This design comes from an exercise in tuning for small area and a short achievable clock period on the open sky130 flow, not from production work.
Power and IR drop assume default switching activity.

Design wb_packer, start of the top module:
module wb_packer #(
  parameter int DEPTH  = 16,
  parameter int ADDR_W = 16
) (
  input  logic              clk,
  input  logic              rst_n,
  input  logic              op_start,
  input  logic [ADDR_W-1:0] base_addr,
  input  logic              output_en,
  input  logic [wb_packer_pkg::HW_W-1:0] output_data,
  input  logic              gemm_finish,
  output logic              wr_valid,
  input  logic              wr_ready,
  output logic [wb_packer_pkg::DATA_W-1:0] wr_data,
  output logic [wb_packer_pkg::BURST_LEN-1:0] wr_strb,
  output logic [ADDR_W-1:0] wr_addr,
  output logic              wr_last,
  output logic              busy,
  output logic              overflow,
  output logic [15:0]       word_count
);
  localparam int NS    = wb_packer_pkg::SLOTS;
  localparam int LANES = wb_packer_pkg::BURST_LEN;
  localparam int HW_W  = wb_packer_pkg::HW_W;
  localparam int DW    = wb_packer_pkg::DATA_W;
  logic            gf_q, flush_pending;
  logic [3:0]      n;           
  logic [2:0]      pm;          
  logic [NS-1:0]   ws;          
  logic [NS-1:0]   rs;          
  logic [DEPTH:2]  qt;          
  logic [NS-1:0]   meta_last;   
  logic [NS-1:0][2:0] meta_m;   
  logic fin_rise, n8, nz, flush_go, push, acc, pop, load, avail, take, go;
  logic ring_has, full_q, up, down;
  logic [2:0] head_m;
  logic       head_last;
  logic [LANES-1:0] head_strb;
  assign ring_has = qt[2];
  assign full_q   = qt[DEPTH];
  assign fin_rise = gemm_finish & ~gf_q;
  assign n8       = n[3];
  assign nz       = |n;
  assign go       = output_en & ~op_start;
  assign flush_go = flush_pending & ~output_en & ~op_start;
  assign push     = (go & n8) | (flush_go & nz);
  assign acc      = push & (~full_q | wr_ready);
  assign pop      = wr_valid & wr_ready;
  assign load     = ~wr_valid | wr_ready;
  assign avail    = ring_has | push;
  assign take     = load & avail;
  assign up       = acc & ~pop;
  assign down     = pop & ~acc;
  always_comb begin
    head_m    = pm;
    head_last = ~output_en;
    for (int j = 0; j < NS; j++) begin
      if (ring_has && rs[j]) begin
        head_m    = meta_m[j];
        head_last = meta_last[j];
      end
    end
  ...
==> module wb_fifo, before the edit <==
module wb_fifo #(
  parameter int SLOTS = 16,
  parameter int LANES = 8,
  parameter int HW_W  = 16
) (
  input  logic                    clk,
  input  logic [SLOTS*LANES-1:0]  we,      
  input  logic [LANES*HW_W-1:0]   din,     
  input  logic [SLOTS-1:0]        rsel,    
  output logic [LANES*HW_W-1:0]   dout
);
  logic [SLOTS-1:0][LANES-1:0][HW_W-1:0] mem;
  for (genvar j = 0; j < SLOTS; j++) begin : g_slot
    for (genvar l = 0; l < LANES; l++) begin : g_lane
      always_ff @(posedge clk) begin
        if (we[j*LANES+l]) mem[j][l] <= din[l*HW_W +: HW_W];
      end
    end
  end
  always_comb begin
    dout = '0;
    for (int j = 0; j < SLOTS; j++)
      dout = dout | ({(LANES*HW_W){rsel[j]}} & mem[j]);
  end
endmodule
==> module wb_packer, before the edit <==
module wb_packer #(
  parameter int DEPTH  = 16,
  parameter int ADDR_W = 16
) (
  input  logic              clk,
  input  logic              rst_n,
  input  logic              op_start,
  input  logic [ADDR_W-1:0] base_addr,
  input  logic              output_en,
  input  logic [wb_packer_pkg::HW_W-1:0] output_data,
  input  logic              gemm_finish,
  output logic              wr_valid,
  input  logic              wr_ready,
  output logic [wb_packer_pkg::DATA_W-1:0] wr_data,
  output logic [wb_packer_pkg::BURST_LEN-1:0] wr_strb,
  output logic [ADDR_W-1:0] wr_addr,
  output logic              wr_last,
  output logic              busy,
  output logic              overflow,
  output logic [15:0]       word_count
);
  localparam int NS    = wb_packer_pkg::SLOTS;
  localparam int LANES = wb_packer_pkg::BURST_LEN;
  localparam int HW_W  = wb_packer_pkg::HW_W;
  localparam int DW    = wb_packer_pkg::DATA_W;
  logic            gf_q, flush_pending;
  logic [3:0]      n;           
  logic [2:0]      pm;          
  logic [NS-1:0]   ws;          
  logic [NS-1:0]   rs;          
  logic [DEPTH:2]  qt;          
  logic [NS-1:0]   meta_last;   
  logic [NS-1:0][2:0] meta_m;   
  logic fin_rise, n8, nz, flush_go, push, acc, pop, load, avail, take, go;
  logic ring_has, full_q, up, down;
  logic [2:0] head_m;
  logic       head_last;
  logic [LANES-1:0] head_strb;
  assign ring_has = qt[2];
  assign full_q   = qt[DEPTH];
  assign fin_rise = gemm_finish & ~gf_q;
  assign n8       = n[3];
  assign nz       = |n;
  assign go       = output_en & ~op_start;
  assign flush_go = flush_pending & ~output_en & ~op_start;
  assign push     = (go & n8) | (flush_go & nz);
  assign acc      = push & (~full_q | wr_ready);
  assign pop      = wr_valid & wr_ready;
  assign load     = ~wr_valid | wr_ready;
  assign avail    = ring_has | push;
  assign take     = load & avail;
  assign up       = acc & ~pop;
  assign down     = pop & ~acc;
  always_comb begin
    head_m    = pm;
    head_last = ~output_en;
    for (int j = 0; j < NS; j++) begin
      if (ring_has && rs[j]) begin
        head_m    = meta_m[j];
        head_last = meta_last[j];
      end
    end
    for (int l = 0; l < LANES; l++)
      head_strb[l] = avail & (3'(l) <= head_m);
  end
  logic [NS*LANES-1:0] we;
  logic [DW-1:0]       din, rd;
  logic [NS-1:0]       ws_next;    
  logic [LANES-1:0]    lane_in;    
  assign ws_next = {ws[NS-2:0], ws[NS-1]};
  always_comb begin
    for (int l = 0; l < LANES; l++) begin
      lane_in[l] = go & (n8 ? (l == 0) : (n == 4'(l)));
      din[l*HW_W +: HW_W] = lane_in[l] ? output_data : '0;
    end
    for (int j = 0; j < NS; j++)
      for (int l = 0; l < LANES; l++)
        we[j*LANES+l] = (ws[j] & ~n8 & (n <= 4'(l))) |
                        (go & n8 & (acc ? ws_next[j] : ws[j]));
  end
  wb_fifo #(.SLOTS(NS), .LANES(LANES), .HW_W(HW_W)) u_fifo (
    .clk  (clk),
    .we   (we),
    .din  (din),
    .rsel (rs),
    .dout (rd)
  );
  always_ff @(posedge clk) begin
    for (int j = 0; j < NS; j++) begin
      if (ws[j]) begin
        meta_m[j]    <= pm;
        meta_last[j] <= ~output_en;
      end
    end
  end
  always_ff @(posedge clk or negedge rst_n) begin
    if (!rst_n) begin
      gf_q          <= 1'b0;
      flush_pending <= 1'b0;
      n             <= '0;
      pm            <= 3'd7;
      ws            <= NS'(1);
      rs            <= NS'(1);
      qt            <= '0;
    end else begin
      gf_q <= gemm_finish;
      if (op_start) begin
        n             <= '0;
        pm            <= 3'd7;
        flush_pending <= 1'b0;
      end else if (output_en) begin
        n  <= n8 ? 4'd1 : n + 4'd1;
        pm <= pm + 3'd1;
        if (fin_rise) flush_pending <= 1'b1;
      end else begin
        if (flush_pending) begin
          n  <= '0;
          pm <= 3'd7;
        end
        flush_pending <= fin_rise;
      end
      if (acc)  ws <= ws_next;
      if (take) rs <= {rs[NS-2:0], rs[NS-1]};
      for (int k = 2; k <= DEPTH; k++) begin
        if (up)   qt[k] <= (k == 2) ? wr_valid : qt[k-1];
        if (down) qt[k] <= (k == DEPTH) ? 1'b0 : qt[k+1];
      end
    end
  end
  logic busy_d, nz_d, fp_d;
  assign nz_d   = ~op_start & (output_en | (nz & ~flush_pending));
  assign fp_d   = ~op_start & (output_en ? (flush_pending | fin_rise) : fin_rise);
  assign busy_d = nz_d | fp_d | (load ? avail : wr_valid);
  always_ff @(posedge clk or negedge rst_n) begin
    if (!rst_n) begin
      wr_valid <= 1'b0;
      wr_data  <= '0;
      wr_strb  <= '0;
      wr_last  <= 1'b0;
      busy     <= 1'b0;
    end else begin
      busy <= busy_d;
      if (load) begin
        wr_valid <= avail;
        wr_strb  <= head_strb;
        wr_last  <= avail & head_last;
        wr_data  <= avail ? rd : '0;
      end
    end
  end
  always_ff @(posedge clk or negedge rst_n) begin
    if (!rst_n) begin
      wr_addr    <= '0;
      word_count <= '0;
      overflow   <= 1'b0;
    end else if (op_start) begin
      wr_addr    <= base_addr;
      word_count <= '0;
      overflow   <= 1'b0;
    end else begin
      if (pop) begin
        wr_addr <= wr_addr + 1'b1;
        if (word_count != 16'hFFFF) word_count <= word_count + 1'b1;
      end
      if (push && full_q && !wr_ready) overflow <= 1'b1;
    end
  end
endmodule
==> flow/config.mk <==
export PLATFORM = sky130hd
export DESIGN_NAME = wb_packer
export DESIGN_NICKNAME = wb_packer
export VERILOG_FILES = /design/flow/design.v
export SDC_FILE = /design/flow/constraint.sdc
export NUM_CORES = 4
export LEC_CHECK = 0
export CAP_MARGIN = 20
export CORE_MARGIN = 2
export CORE_UTILIZATION = 60
export SETUP_SLACK_MARGIN = 2.6
export SLEW_MARGIN = 20
==> flow/constraint.sdc <==
create_clock -name core_clock -period 5.0 [get_ports {clk}]
set_input_delay 1.0000 -clock core_clock [delete_from_list [all_inputs] [get_ports {clk}]]
set_output_delay 1.0000 -clock core_clock [all_outputs]
set_load 0.01 [all_outputs]
run.sh (not shown) runs the stock make flow with config.mk's settings and CLKGATE_MAP_FILE= SYNTH_SCRIPT=/design/flow/synth_recipe.tcl, a recipe that flattens the netlist after the stock synthesis.
The first run completed with no timing, DRC or antenna violations.
Change:
--- a/flow/design.v
+++ b/flow/design.v
@@ -9,21 +9,21 @@
   parameter int SLOTS = 16,
   parameter int LANES = 8,
   parameter int HW_W  = 16
 ) (
   input  logic                    clk,
   input  logic [SLOTS*LANES-1:0]  we,      
-  input  logic [LANES*HW_W-1:0]   din,     
+  input  logic [HW_W-1:0]         din,
   input  logic [SLOTS-1:0]        rsel,    
   output logic [LANES*HW_W-1:0]   dout
 );
   logic [SLOTS-1:0][LANES-1:0][HW_W-1:0] mem;
   for (genvar j = 0; j < SLOTS; j++) begin : g_slot
     for (genvar l = 0; l < LANES; l++) begin : g_lane
       always_ff @(posedge clk) begin
-        if (we[j*LANES+l]) mem[j][l] <= din[l*HW_W +: HW_W];
+        if (we[j*LANES+l]) mem[j][l] <= din;
       end
     end
   end
   always_comb begin
     dout = '0;
     for (int j = 0; j < SLOTS; j++)
@@ -57,86 +57,85 @@
   localparam int DW    = wb_packer_pkg::DATA_W;
   logic            gf_q, flush_pending;
   logic [3:0]      n;           
   logic [2:0]      pm;          
   logic [NS-1:0]   ws;          
   logic [NS-1:0]   rs;          
-  logic [DEPTH:2]  qt;          
+  logic [4:0]      cnt;         
+  logic            full_q;      
+  logic            ring_has;    
   logic [NS-1:0]   meta_last;   
   logic [NS-1:0][2:0] meta_m;   
   logic fin_rise, n8, nz, flush_go, push, acc, pop, load, avail, take, go;
-  logic ring_has, full_q, up, down;
-  logic [2:0] head_m;
+  logic [2:0] push_m, head_m;
   logic       head_last;
   logic [LANES-1:0] head_strb;
-  assign ring_has = qt[2];
-  assign full_q   = qt[DEPTH];
   assign fin_rise = gemm_finish & ~gf_q;
   assign n8       = n[3];
   assign nz       = |n;
   assign go       = output_en & ~op_start;
   assign flush_go = flush_pending & ~output_en & ~op_start;
   assign push     = (go & n8) | (flush_go & nz);
   assign acc      = push & (~full_q | wr_ready);
   assign pop      = wr_valid & wr_ready;
   assign load     = ~wr_valid | wr_ready;
   assign avail    = ring_has | push;
   assign take     = load & avail;
-  assign up       = acc & ~pop;
-  assign down     = pop & ~acc;
+  assign push_m   = pm;
   always_comb begin
-    head_m    = pm;
+    head_m    = push_m;
     head_last = ~output_en;
     for (int j = 0; j < NS; j++) begin
       if (ring_has && rs[j]) begin
         head_m    = meta_m[j];
         head_last = meta_last[j];
       end
     end
     for (int l = 0; l < LANES; l++)
       head_strb[l] = avail & (3'(l) <= head_m);
   end
   logic [NS*LANES-1:0] we;
-  logic [DW-1:0]       din, rd;
+  logic [DW-1:0]       rd;
   logic [NS-1:0]       ws_next;    
-  logic [LANES-1:0]    lane_in;    
   assign ws_next = {ws[NS-2:0], ws[NS-1]};
   always_comb begin
-    for (int l = 0; l < LANES; l++) begin
-      lane_in[l] = go & (n8 ? (l == 0) : (n == 4'(l)));
-      din[l*HW_W +: HW_W] = lane_in[l] ? output_data : '0;
+    for (int j = 0; j < NS; j++) begin
+      we[j*LANES] = (ws[j] & (n == 4'd0)) |
+                    (go & n8 & (acc ? ws_next[j] : ws[j]));
+      for (int l = 1; l < LANES; l++)
+        we[j*LANES+l] = ws[j] & (n == 4'(l));
     end
-    for (int j = 0; j < NS; j++)
-      for (int l = 0; l < LANES; l++)
-        we[j*LANES+l] = (ws[j] & ~n8 & (n <= 4'(l))) |
-                        (go & n8 & (acc ? ws_next[j] : ws[j]));
   end
   wb_fifo #(.SLOTS(NS), .LANES(LANES), .HW_W(HW_W)) u_fifo (
     .clk  (clk),
     .we   (we),
-    .din  (din),
+    .din  (output_data),
     .rsel (rs),
     .dout (rd)
   );
   always_ff @(posedge clk) begin
     for (int j = 0; j < NS; j++) begin
       if (ws[j]) begin
-        meta_m[j]    <= pm;
+        meta_m[j]    <= push_m;
         meta_last[j] <= ~output_en;
       end
     end
   end
+  logic [4:0] cnt_d;
+  assign cnt_d = cnt + 5'(acc) - 5'(pop);
   always_ff @(posedge clk or negedge rst_n) begin
     if (!rst_n) begin
       gf_q          <= 1'b0;
       flush_pending <= 1'b0;
       n             <= '0;
       pm            <= 3'd7;
       ws            <= NS'(1);
       rs            <= NS'(1);
-      qt            <= '0;
+      cnt           <= '0;
+      full_q        <= 1'b0;
+      ring_has      <= 1'b0;
     end else begin
       gf_q <= gemm_finish;
       if (op_start) begin
         n             <= '0;
         pm            <= 3'd7;
         flush_pending <= 1'b0;
@@ -150,16 +149,15 @@
           pm <= 3'd7;
         end
         flush_pending <= fin_rise;
       end
       if (acc)  ws <= ws_next;
       if (take) rs <= {rs[NS-2:0], rs[NS-1]};
-      for (int k = 2; k <= DEPTH; k++) begin
-        if (up)   qt[k] <= (k == 2) ? wr_valid : qt[k-1];
-        if (down) qt[k] <= (k == DEPTH) ? 1'b0 : qt[k+1];
-      end
+      cnt      <= cnt_d;
+      full_q   <= cnt_d[4];
+      ring_has <= cnt_d > 5'd1;
     end
   end
   logic busy_d, nz_d, fp_d;
   assign nz_d   = ~op_start & (output_en | (nz & ~flush_pending));
   assign fp_d   = ~op_start & (output_en ? (flush_pending | fin_rise) : fin_rise);
   assign busy_d = nz_d | fp_d | (load ? avail : wr_valid);
@@ -173,13 +171,14 @@
     end else begin
       busy <= busy_d;
       if (load) begin
         wr_valid <= avail;
         wr_strb  <= head_strb;
         wr_last  <= avail & head_last;
-        wr_data  <= avail ? rd : '0;
+        for (int l = 0; l < LANES; l++)
+          wr_data[l*HW_W +: HW_W] <= head_strb[l] ? rd[l*HW_W +: HW_W] : '0;
       end
     end
   end
   always_ff @(posedge clk or negedge rst_n) begin
     if (!rst_n) begin
       wr_addr    <= '0;
Outcome: The changed run reached the layout checks and failed them: antenna violations. Worst hold slack gains 0.0086 ns. Sequential power hardly moves. Final area went down by about 4%. Routed wire length went down by about 6%. Sequential cell count went down by 9. Power went up by 19%. Synthesized area went down by about 0.34%. Non-clock buffer count went down by 54. Worst setup slack gains 0.18 ns. Critical path depth went up by 11. Register-to-register slack gains 0.18 ns.
No functional check of the RTL was part of any run of this note.

[static timing again, ports no longer ideal]
The flow's constraints put no driver on any port. The routed layouts listed below were extracted and timed again, unchanged, in two steps.
Step 1 (the two cells are an assumption about what drives the block):
set clk [get_ports {clk}]
set_driving_cell -lib_cell sky130_fd_sc_hd__clkbuf_16 $clk
set_driving_cell -lib_cell sky130_fd_sc_hd__buf_2 [delete_from_list [all_inputs] $clk]
Step 2 adds t to the input delays and takes it off the output delays; t is the mean of the earliest and latest rising clock arrival at the registers after step 1. Input paths then give back, and output paths get back, about the clock's delay inside the block.
Slacks: no drivers / after step 1 / after step 2; pairs: no drivers / after step 1.
run	t, ns	setup WS [ns]	slew at the worst register clock pin (ns)	worst slew at a driven data input, ns
the first run	0.943	2.101 / 2.101 / 1.484	0.07 / 0.07	0.05
the second run	0.923	2.279 / 2.279 / 1.412	0.07 / 0.07	0.13
For the second run, which loses most, drivers alone change the setup slack by 0.000 ns; drivers and shift together by -0.867 ns.
